Source: an optimization exercise on an open RTL-to-GDS flow (aim: small area and a short achievable clock period). Production flows keep margins and buffers that such runs may drop.
Function was checked by simulation only, so behaviour that the tests miss may differ from the original.

==> flow/design.v (excerpt) <==
module fft8_top (
    input  logic         clk,
    input  logic         reset_n,
    input  logic         valid_in,
    input  logic [143:0] x_re,
    input  logic [143:0] x_im,
    output logic         valid_out,
    output logic [143:0] y_re,
    output logic [143:0] y_im
);
clock: 12.0 ns
lec_check: 0
cap_margin: 20
core_margin: 2
core_utilization: 40
cts_cluster_diameter: 100
cts_cluster_size: 28
slew_margin: 20
standard.sh (not shown) runs the stock make flow with config.mk's settings and CLKGATE_MAP_FILE= SYNTH_SCRIPT=/design/flow/synth_recipe.tcl, a recipe that flattens the netlist after the stock synthesis.
==> flow/flow/run.sh <==
#!/bin/bash
# Layout flow: the standard flow (standard.sh), with two changes:
#  1. after the standard synthesis, flow/polopt.py re-chooses the polarity of
#     each full-adder cell (a full adder is self-dual) to remove inverters;
#     it also puts the latest-arriving input of each full adder on its fastest
#     pin (CIN); the logic function and every register are unchanged;
#  2. the port buffers use sky130_fd_sc_hd__buf_1.
set -euo pipefail
R=$PWD/orfs/results/sky130hd/fft8_top/base
export BUFFER_PORTS_ARGS="-buffer_cell sky130_fd_sc_hd__buf_1"
bash standard.sh $R/1_2_yosys.v > synth_make.log 2>&1
cp $R/1_2_yosys.v standard_synth_netlist.v
python3 flow/polopt.py standard_synth_netlist.v $R/1_2_yosys.v > polopt.log 2>&1
bash standard.sh > layout_make.log 2>&1
Other scripts of this flow, unchanged in this note and not shown: flow/flow/polopt.py
Rerun with:
--- a/flow/flow/run.sh
+++ b/flow/flow/run.sh
@@ -7 +7,3 @@
-#  2. the port buffers use sky130_fd_sc_hd__buf_1.
+#  2. the port buffers use sky130_fd_sc_hd__buf_1;
+#  3. the timing repair after CTS and global routing works on every path
+#     whose slack is under SETUP_SLACK_MARGIN (the constraints are unchanged).
@@ -9,0 +12 @@
+export SETUP_SLACK_MARGIN=7.4
CORE_UTILIZATION = 55   (was 40)
PLACE_DENSITY = 0.7   (was not set)
Effect: Design area rises by 3.2%; global-route usage came out higher by 5.1 points; fmax went up by 9.0%; die area came out lower by 27%.


11-14:
fft8_top, a different RTL version from the one above (not shown whole).
For scale: about 1500 flip-flops, roughly 0.065 sq mm of cells after synthesis.
==> flow/config.mk <==
export PLATFORM = sky130hd
export DESIGN_NAME = fft8_top
export DESIGN_NICKNAME = fft8_top
export VERILOG_FILES = /design/flow/design.v
export SDC_FILE = /design/flow/constraint.sdc
export NUM_CORES = 4
export LEC_CHECK = 0
export CAP_MARGIN = 20
export CORE_MARGIN = 2
export CORE_UTILIZATION = 40
export SLEW_MARGIN = 20
==> flow/constraint.sdc <==
create_clock -name core_clock -period 12.0 [get_ports {clk}]
set_input_delay 2.4000 -clock core_clock [delete_from_list [all_inputs] [get_ports {clk}]]
set_output_delay 2.4000 -clock core_clock [all_outputs]
set_load 0.01 [all_outputs]
==> flow/flow/run.sh <==
#!/bin/bash
# Standard layout, but the port buffers use the smallest buffer cell.
cp standard.sh standard_sh.log
export BUFFER_PORTS_ARGS="-buffer_cell sky130_fd_sc_hd__buf_1"
bash standard.sh > standard_run.log 2>&1
11-14 finished every stage and its layout cleared the timing, DRC and antenna checks.
Edits applied to the flow inputs when going from 11-14 to 03-26:
==> flow/run.sh (new file) <==
#!/bin/bash
# synth_recipe.tcl (not shown) runs the flow's synth.tcl, then flattens the netlist and writes it again
# the make line also repeats each setting of config.mk as NAME=value (left out here)
make -C /OpenROAD-flow-scripts/flow DESIGN_CONFIG=/design/flow/config.mk WORK_HOME=/design/flow/orfs CLKGATE_MAP_FILE= SYNTH_SCRIPT=/design/flow/synth_recipe.tcl finish
removed: flow/flow/run.sh
removed: flow/standard.sh
--- outcome ---
The final layout from 03-26, which completed every stage, passed the timing, DRC and antenna checks at the end of the flow. 03-26 reports its category of the critical setup timing path as reg2out while 11-14 reports reg2reg. Looking at worst slack on hold paths, 03-26 sits 0.016 ns higher than 11-14 does. In the reports for 03-26 and 11-14, the smaller wire length of the first global-routing pass belongs to 11-14. Looking only at growth of design area from synthesis to finish, and setting everything else aside, the higher value of 03-26 and 11-14 goes to 03-26. Of 03-26 and 11-14, 03-26 shows the higher antenna cell count, with 11-14 below it. Fraction of cell area in non-clock buffers: 03-26 > 11-14. [compare] base=11-14 new=03-26: detailed-route wire length increased about 0.6%; area of all placed cells without fillers increased about 5%.


fft8_top, a different RTL version from the one above (not shown whole).
For scale: ~3,800 cells after synthesis, about 580 I/O pins, ~61,000 um^2 of cells after synthesis.
Settings: LEC_CHECK=0, CAP_MARGIN=20, CORE_MARGIN=2, CORE_UTILIZATION=40, CTS_CLUSTER_DIAMETER=100, CTS_CLUSTER_SIZE=28, SLEW_MARGIN=20; clock period 12.0 ns.
==> flow/flow/run.sh <==
#!/bin/bash
# Layout flow: the standard flow (standard.sh), with two changes:
#  1. after the standard synthesis, flow/polopt.py re-chooses the polarity of
#     each full-adder cell (a full adder is self-dual) to remove inverters;
#     it also puts the latest-arriving input of each full adder on its fastest
#     pin (CIN); the logic function and every register are unchanged;
#  2. the port buffers use sky130_fd_sc_hd__buf_1;
#  3. the timing repair after CTS and global routing works on every path
#     whose slack is under SETUP_SLACK_MARGIN (the constraints are unchanged).
set -euo pipefail
R=$PWD/orfs/results/sky130hd/fft8_top/base
export SETUP_SLACK_MARGIN=7.7
export BUFFER_PORTS_ARGS="-buffer_cell sky130_fd_sc_hd__buf_1"
bash standard.sh $R/1_2_yosys.v > synth_make.log 2>&1
cp $R/1_2_yosys.v standard_synth_netlist.v
python3 flow/polopt.py standard_synth_netlist.v $R/1_2_yosys.v > polopt.log 2>&1
bash standard.sh > layout_make.log 2>&1
Other scripts of this flow, unchanged in this note and not shown: flow/flow/polopt.py
Change:
--- a/flow/flow/run.sh
+++ b/flow/flow/run.sh
@@ -12 +12 @@
-export SETUP_SLACK_MARGIN=7.7
+export SETUP_SLACK_MARGIN=7.9
Result: Synthesized area is unchanged; setup slack hardly moves; critical path depth decreases by 1; non-clock buffer count increases by 28; clock skew increases by 7.1 ps; hold slack improves by 5.6 ps; die area stays the same; routed wire length increases by about 0.35%; cell area increases by about 1.4%; first-iteration DRC count increases by 7.4%; sequential share of layout area decreases by 0.56 points.

## port drivers added, routing unchanged
Ports are ideal in the flow. The routed layouts listed here were re-timed in OpenROAD.
Step 1 assumes that a clkbuf_16 drives the clock port and a buf_2 every other input.
Step 2 also shifts input and output timing later by t, the mid clock arrival at the registers, as if the neighbouring blocks saw the same clock.
Three values: ideal, step 1, step 2; two values: the first two.
| run | t, ns | setup slack, ns | hold slack, ns | latest minus earliest clock arrival (ns) | worst slew at a driven data input, ns |
|---|---|---|---|---|---|
| the first run of note 1 | 0.787 | 6.719 / 6.719 / 6.222 | 0.325 / 0.325 / 0.325 | 0.051 / 0.051 | 0.12 |
| the second run of note 1 | 0.762 | 7.155 / 7.082 / 6.577 | 0.320 / 0.320 / 0.320 | 0.040 / 0.039 | 0.13 |
| 11-14 | 0.870 | 6.401 / 6.401 / 6.317 | 0.299 / 0.299 / 0.299 | 0.038 / 0.038 | 0.12 |
| 03-26 | 0.853 | 6.261 / 6.177 / 5.952 | 0.315 / 0.315 / 0.315 | 0.037 / 0.037 | 0.20 |
| the first run of note 3 | 0.765 | 7.741 / 7.663 / 7.374 | 0.315 / 0.315 / 0.315 | 0.028 / 0.028 | 0.24 |
| the second run of note 3 | 0.772 | 7.742 / 7.661 / 7.292 | 0.320 / 0.320 / 0.320 | 0.038 / 0.039 | 0.21 |
After both steps setup and hold are still met in every run listed. For the second run of note 1, which loses most, drivers alone change the setup slack by -0.073 ns; drivers and shift together by -0.578 ns.
